This design comes from an exercise in tuning for small area, a short achievable clock period and few clock cycles on the open sky130 flow, not from production work. At most, simulation tests tie the RTL to the original design; equivalence was not proved.

== old ==
==> flow/design.v (excerpt) <==
module alu_muldiv #(
  parameter int unsigned LEN = 32
) (
  input  logic            clk,
  input  logic            rst_n,
  input  logic            flush,
  input  logic            req_valid,
  output logic            req_ready,
  input  logic [alu_pkg::OP_W-1:0] alu_ctrl,
  input  logic [LEN-1:0]  aluop1,
  input  logic [LEN-1:0]  aluop2,
  output logic            resp_valid,
  output logic [LEN-1:0]  aluout,
  output logic            zero
);
  localparam int unsigned SHAMT_W = $clog2(LEN);
  localparam int unsigned K       = 12;            
  localparam int unsigned ND      = K / 2;         
  localparam int unsigned NSTEP   = 3;
  localparam int unsigned W       = LEN + 17;      
  localparam int unsigned DW      = LEN + 2;       
  localparam int unsigned CW      = SHAMT_W + 1;
  logic                     v_q;         
  logic [alu_pkg::OP_W-1:0] op_q;
  logic [LEN-1:0]           a_q, b_q;    
  logic                     sub_q;
  logic                     mag_ok;      
  logic                     busy_q;      
  logic m_f1, m_f2, m_dit, m_post;    
  logic m_mul;
  logic [CW-1:0]            cnt;
  logic                     mo_div, mo_rem, mo_lo, mo_e0, mo_e1;
  logic                     e0_q, e1_q;  
  logic [W-1:0]             acc_s, acc_c;
  logic [LEN-1:0]           pq;          
  logic [5:0]               e_one, e_two, e_neg;   
  logic [1:0]               cout_q;      
  logic                     nlast_q;     
  logic                     asg_q;       
  logic                     asx_q;       
  logic                     magc_q;      
  logic                     smul_q;      
  logic                     sexd_q;      
  ...
Size: roughly 6200 cells after synthesis, roughly 110 I/O pins, about 0.053 mm^2 of cells after synthesis.
Settings: LEC_CHECK=0, CAP_MARGIN=20, CORE_MARGIN=2, CORE_UTILIZATION=40, PLACE_DENSITY=0.72, SLEW_MARGIN=20; clock period 12.0 ns.
standard.sh (not shown) runs the stock make flow with config.mk's settings and CLKGATE_MAP_FILE= SYNTH_SCRIPT=/design/flow/synth_recipe.tcl, a recipe that flattens the netlist after the stock synthesis.
==> flow/flow/run.sh <==
#!/bin/bash
# Own flow: the standard layout (standard.sh: unchanged synthesis, floorplan, placement, CTS,
# routing) with the same SDC and clock period. Two settings differ from the defaults:
#  - timing repair is asked to leave a larger setup margin, so the resizer keeps working on paths
#    shorter than the clock period;
#  - every input and output port still gets its own buffer, but a plain buf_4 rather than the
#    delay-style buffer the resizer picks by default.
# ORFS writes each step's full log under orfs/logs/; make's own output goes to standard.log.
set -euo pipefail
export SETUP_SLACK_MARGIN=7.5
export BUFFER_PORTS_ARGS="-buffer_cell sky130_fd_sc_hd__buf_4"
bash standard.sh > standard.log 2>&1
[inputs] new vs old
-- flow/design.v --
<<< old, line 105
  logic                     asx_q;       
  logic                     magc_q;      
  logic                     smul_q;      
  logic                     sexd_q;      
  logic                     bsg_q;       
  logic                     q_neg, r_neg;
>>> new, line 105
  logic                     asx_q;       
  logic                     magc_q;      
  logic                     bsg_q;       
  logic                     q_neg, r_neg;
<<< old, line 302
  always_comb begin
    v_n      = move_c | (v_q & ~ex);
    acc_busy_n = smul_q | m_dit | (sexd_q & ~dfast_c);
    mul_n    = move_c ? in_mul_c : mul_q;
    div_n    = move_c ? in_div_c : div_q;
>>> new, line 300
  always_comb begin
    v_n      = move_c | (v_q & ~ex);
    mul_n    = move_c ? in_mul_c : mul_q;
    div_n    = move_c ? in_div_c : div_q;
<<< old, line 308
    m_mul_n  = (ex_mul & ~e0_q) | (m_f1 & ~e1_q);
    m_dit_n  = (ex_div & ~dfast_c) | (m_dit & ~dlast);
    mag_ok_n = move_c ? ~acc_busy_n : (mag_ok | mag_cyc);
    r_v_n    = accept_c | (r_v & ~move_c);
>>> new, line 305
    m_mul_n  = (ex_mul & ~e0_q) | (m_f1 & ~e1_q);
    m_dit_n  = (ex_div & ~dfast_c) | (m_dit & ~dlast);
    acc_busy_n = m_mul_n | m_dit_n | mlast | dlast;
    mag_ok_n = move_c ? ~acc_busy_n : (mag_ok | mag_cyc);
    r_v_n    = accept_c | (r_v & ~move_c);
<<< old, line 330
      h_v        <= 1'b0;
      magc_q     <= 1'b0;
      smul_q     <= 1'b0;
      sexd_q     <= 1'b0;
      cnt        <= '0;
    end else begin
>>> new, line 328
      h_v        <= 1'b0;
      magc_q     <= 1'b0;
      cnt        <= '0;
    end else begin
<<< old, line 345
        mag_ok    <= 1'b0;
        magc_q    <= 1'b0;
        smul_q    <= 1'b0;
        sexd_q    <= 1'b0;
        req_ready <= 1'b1;
        nrdy_q    <= 1'b0;
>>> new, line 341
        mag_ok    <= 1'b0;
        magc_q    <= 1'b0;
        req_ready <= 1'b1;
        nrdy_q    <= 1'b0;
<<< old, line 354
        v_q       <= v_n;
        magc_q    <= v_n & m_free_n & div_n & ~mag_ok_n;
        smul_q    <= (ex_n & mul_n) | m_mul_n;
        sexd_q    <= ex_n & div_n;
        mag_ok    <= mag_ok_n;
        m_f1      <= ex_mul & ~e0_q;
>>> new, line 348
        v_q       <= v_n;
        magc_q    <= v_n & m_free_n & div_n & ~mag_ok_n;
        mag_ok    <= mag_ok_n;
        m_f1      <= ex_mul & ~e0_q;
<<< old, line 405
      acc_c <= W'(acc_c[DW-1:0] >> 2);
      pq    <= (cnt == '0) ? {pq[LEN-2:0], qd_c[0]} : {pq[LEN-3:0], qd_c};
    end else if (smul_q) begin
      acc_s   <= s4;
      acc_c   <= c4;
>>> new, line 397
      acc_c <= W'(acc_c[DW-1:0] >> 2);
      pq    <= (cnt == '0) ? {pq[LEN-2:0], qd_c[0]} : {pq[LEN-3:0], qd_c};
    end else if (ex_mul || m_mul) begin
      acc_s   <= s4;
      acc_c   <= c4;
<<< old, line 412
      cout_q  <= m_mul ? chunk_c[K+1:K] : 2'b00;
    end else begin
      if (sexd_q && !dfast_c) begin
        acc_c <= W'(acc_c[DW-1:0] << dsh_c[CW-1:0]);
        pq    <= '0;
>>> new, line 404
      cout_q  <= m_mul ? chunk_c[K+1:K] : 2'b00;
    end else begin
      if (ex_div && !dfast_c) begin
        acc_c <= W'(acc_c[DW-1:0] << dsh_c[CW-1:0]);
        pq    <= '0;
==> run notes <==
Of new and old, old shows the higher minimum period implied by the final worst setup slack, with new below it. Looking at final cell count, new sits below old. Looking at worst hold slack, new sits 0.016 ns above old. new vs old: pre-CTS worst setup slack down in new. new: global-route met2 utilization 1.2 points above old. new — clock skew 0.0068 ns higher, old as reference.
Testbench counts of new, summed over its fixed seeds: cycles 26,121.
For old, only the layout was checked, not whether the RTL still works.

## afterwards: timing with drivers on the ports
How much do the figures lean on ideal ports? The routed layouts below were timed once more, with nothing changed but the port constraints.
Step 1, drivers: a clkbuf_16 drives clk and a buf_2 each remaining input, both assumed.
Step 2 adds t to the input delays and takes it off the output delays; t is the mean of the earliest and latest rising clock arrival at the registers after step 1. Input paths then give back, and output paths get back, about the clock's delay inside the block.
Three values: no drivers, after step 1, after step 2; two values: the first two.
run | t, ns | setup WS [ns] | hold WS [ns]
old | 0.744 | 7.320 / 7.320 / 7.320 | 0.355 / 0.355 / 0.355
new | 0.756 | 7.472 / 7.472 / 7.472 | 0.371 / 0.371 / 0.371
After both steps setup and hold are still met in every run listed.
